This is an optimization exercise on Yosys and OpenROAD, whose aim is small area, not a production implementation. Where RTL was checked, it was by simulation tests only, not by an equivalence proof against the original. Power is estimated from default activity; no workload was simulated.

Setup of run F:
==> flow/design.v (excerpt) <==
module nmea_rmc_sentence_parser_top (
  input  logic        clk,
  input  logic        rst_n,
  input  logic        cfg_we,
  input  logic [1:0]  cfg_index,
  input  logic [7:0]  cfg_wdata,
  input  logic        in_push,
  output logic        in_full,
  input  logic [7:0]  in_rx_byte,
  output logic        out_empty,
  input  logic        out_pop,
  output logic        out_valid_res,
  output logic [6:0]  out_utc_hour,
  output logic [6:0]  out_utc_minute,
  output logic [6:0]  out_utc_second,
  output logic [6:0]  out_day_of_month,
  output logic [6:0]  out_month_number,
  output logic [11:0] out_full_year,
  output logic [7:0]  out_fix_status,
  output logic [26:0] out_latitude_micro_deg,
  output logic [29:0] out_longitude_micro_deg,
  output logic [15:0] out_hemispheres,
  output logic [3:0]  out_speed_digit
);
==> flow/config.mk <==
export PLATFORM = sky130hd
export DESIGN_NAME = nmea_rmc_sentence_parser_top
export DESIGN_NICKNAME = nmea_rmc_sentence_parser_top
export VERILOG_FILES = /design/flow/design.v
export SDC_FILE = /design/flow/constraint.sdc
export NUM_CORES = 4
export LEC_CHECK = 0
export ABC_AREA = 1
export CAP_MARGIN = 0
export CORE_MARGIN = 2
export CORE_UTILIZATION = 60
export CTS_BUF_LIST = sky130_fd_sc_hd__clkbuf_8
export CTS_CLUSTER_SIZE = 30
export SLEW_MARGIN = 0
==> flow/constraint.sdc <==
create_clock -name core_clock -period 10.0 [get_ports {clk}]
set_input_delay 2.0000 -clock core_clock [delete_from_list [all_inputs] [get_ports {clk}]]
set_output_delay 2.0000 -clock core_clock [all_outputs]
set_load 0.01 [all_outputs]
run.sh (not shown) runs the stock make flow with config.mk's settings and CLKGATE_MAP_FILE= SYNTH_SCRIPT=/design/flow/synth_recipe.tcl, a recipe that flattens the netlist after the stock synthesis.
Run F: full flow OK, the timing, design-rule and antenna checks passed
> inputs changed (run F -> run G)
# run F
export LEC_CHECK = 0
export ABC_AREA = 1
export CAP_MARGIN = 0
export CORE_MARGIN = 2
export CORE_UTILIZATION = 60
export CTS_BUF_LIST = sky130_fd_sc_hd__clkbuf_8
export CTS_CLUSTER_SIZE = 30
export SLEW_MARGIN = 0
create_clock -name core_clock -period 10.0 [get_ports {clk}]
# run G
export LEC_CHECK = 0
export ABC_AREA = 1
export CAP_MARGIN = 20
export CORE_MARGIN = 2
export CORE_UTILIZATION = 40
export CTS_BUF_LIST = sky130_fd_sc_hd__clkbuf_4
export CTS_CLUSTER_SIZE = 20
export SLEW_MARGIN = 20
create_clock -name core_clock -period 10.0 [get_ports {clk}]
--- outcome ---
- Looking at maximum clock frequency, run G sits 7.5% higher than run F does.
- Delta(layout net count, run G - run F) > 0
- Sort run G and run F by floorplan core area, descending, and run G comes first.
- Looking at worst setup skew after layout across run G and run F, the one that comes out lower is run F.
- Run G and run F ended up with nearly the same combinational group power.
- A capturing element of the worst setup path of u_front.lat_r[26] is what run G shows, while u_front.lon_r[17] belongs to run F.
- Final setup slack of the worst path improves in run G relative to run F.
- The clock buffer count of run G is higher than that of run F.
- Against run F as the reference, run G delivers a higher cell count along the critical path.
- Compared with run F, run G improves wire length.
- Smallest hold slack down 18 ps in run G wrt run F
- Area occupied by multi-input gates essentially unchanged between run F and run G.
Function was not checked in any run of this note: the RTL went through the layout flow alone.

nmea_rmc_sentence_parser_top, a different RTL version from the one above (not shown whole).
For scale: about 3200 cells after synthesis, about 990 flip-flops, ~160 I/O pins, ~0.041 mm^2 of cells after synthesis.
==> flow/config.mk <==
export PLATFORM = sky130hd
export DESIGN_NAME = nmea_rmc_sentence_parser_top
export DESIGN_NICKNAME = nmea_rmc_sentence_parser_top
export VERILOG_FILES = /design/flow/design.v
export SDC_FILE = /design/flow/constraint.sdc
export NUM_CORES = 4
export LEC_CHECK = 0
export ABC_AREA = 1
export CAP_MARGIN = 0
export CORE_MARGIN = 2
export CORE_UTILIZATION = 40
export CTS_BUF_LIST = sky130_fd_sc_hd__clkbuf_16
export CTS_CLUSTER_DIAMETER = 80
export CTS_CLUSTER_SIZE = 25
export SLEW_MARGIN = 0
==> flow/constraint.sdc <==
create_clock -name core_clock -period 10.0 [get_ports {clk}]
set_input_delay 2.0000 -clock core_clock [delete_from_list [all_inputs] [get_ports {clk}]]
set_output_delay 2.0000 -clock core_clock [all_outputs]
set_load 0.01 [all_outputs]
Then changed:
==> flow/flow/run.sh (new file) <==
#!/bin/bash
# Standard ORFS layout with two changes: the port buffers use the smallest buffer cell, and
# clock tree synthesis uses larger sink clusters without dummy loads.
set -euo pipefail
export BUFFER_PORTS_ARGS="-buffer_cell sky130_fd_sc_hd__buf_1"
export CTS_ARGS="-sink_clustering_enable -repair_clock_nets -dont_use_dummy_load -buf_list sky130_fd_sc_hd__clkbuf_16 -sink_clustering_size 25 -sink_clustering_max_diameter 80"
bash standard.sh > standard_flow.log 2>&1
==> flow/standard.sh (new file) <==
#!/bin/bash
# synth_recipe.tcl (not shown) runs the flow's synth.tcl, then flattens the netlist and writes it again
# the make line also repeats each setting of config.mk as NAME=value (left out here)
make -C /OpenROAD-flow-scripts/flow DESIGN_CONFIG=/design/flow/config.mk WORK_HOME=/design/flow/orfs CLKGATE_MAP_FILE= SYNTH_SCRIPT=/design/flow/synth_recipe.tcl "${@:-finish}"
CAP_MARGIN = 20   (was 0)
CTS_BUF_LIST = not set   (was sky130_fd_sc_hd__clkbuf_16)
CTS_CLUSTER_DIAMETER = not set   (was 80)
CTS_CLUSTER_SIZE = not set   (was 25)
SLEW_MARGIN = 20   (was 0)
removed: flow/run.sh
The new run finished clean.
Synthesized cell count is unchanged.
Maximum frequency grows by a few percent.
Worst hold slack loses 0.019 ns.
Clock skew grows by 0.042 ns.
Register-to-register slack is worse by 0.16 ns.
Setup slack gets better by 0.47 ns.
Non-clock buffer count drops by 5.
Critical path depth rose by 1.
Routed wire length barely changes.
Then changed:
==> flow/run.sh (new file) <==
#!/bin/bash
# synth_recipe.tcl (not shown) runs the flow's synth.tcl, then flattens the netlist and writes it again
# the make line also repeats each setting of config.mk as NAME=value (left out here)
make -C /OpenROAD-flow-scripts/flow DESIGN_CONFIG=/design/flow/config.mk WORK_HOME=/design/flow/orfs CLKGATE_MAP_FILE= SYNTH_SCRIPT=/design/flow/synth_recipe.tcl finish
CTS_BUF_LIST = sky130_fd_sc_hd__clkbuf_16   (was not set)
CTS_CLUSTER_DIAMETER = 80   (was not set)
CTS_CLUSTER_SIZE = 25   (was not set)
removed: flow/flow/run.sh
removed: flow/standard.sh
Effect: Fmax decreases by 5.6%. Combinational power increases by 19%. Routed wire length decreases by 0.43%. Utilization increases by 1.2 points.

## port drivers added, routing unchanged
In the flow no input, the clock included, has a driving cell. The finished layouts below were timed again as built, in two steps. Step 1: set_driving_cell puts a clkbuf_16 on clk and a buf_2 on each other input, an assumption about the parent block. Step 2 also shifts input and output timing later by t, the mid clock arrival at the registers, as if the neighbouring blocks saw the same clock. Three values: ideal, step 1, step 2; two values: the first two.
run	t (ns)	setup WS [ns]	hold slack, ns
run F	0.880	1.368 / 1.341 / 0.461	0.397 / 0.397 / 0.397
run G	1.142	1.971 / 1.865 / 0.723	0.379 / 0.379 / 0.379
the first run of note 2	0.692	0.821 / 0.857 / 0.165	0.418 / 0.418 / 0.418
the second run of note 2	0.668	1.287 / 1.328 / 0.660	0.400 / 0.400 / 0.400
the third run of note 2	0.688	0.768 / 0.806 / 0.118	0.415 / 0.415 / 0.415
After both steps every run listed still meets setup and hold. For run G, which loses most, drivers alone change the setup slack by -0.106 ns; drivers and shift together by -1.248 ns.
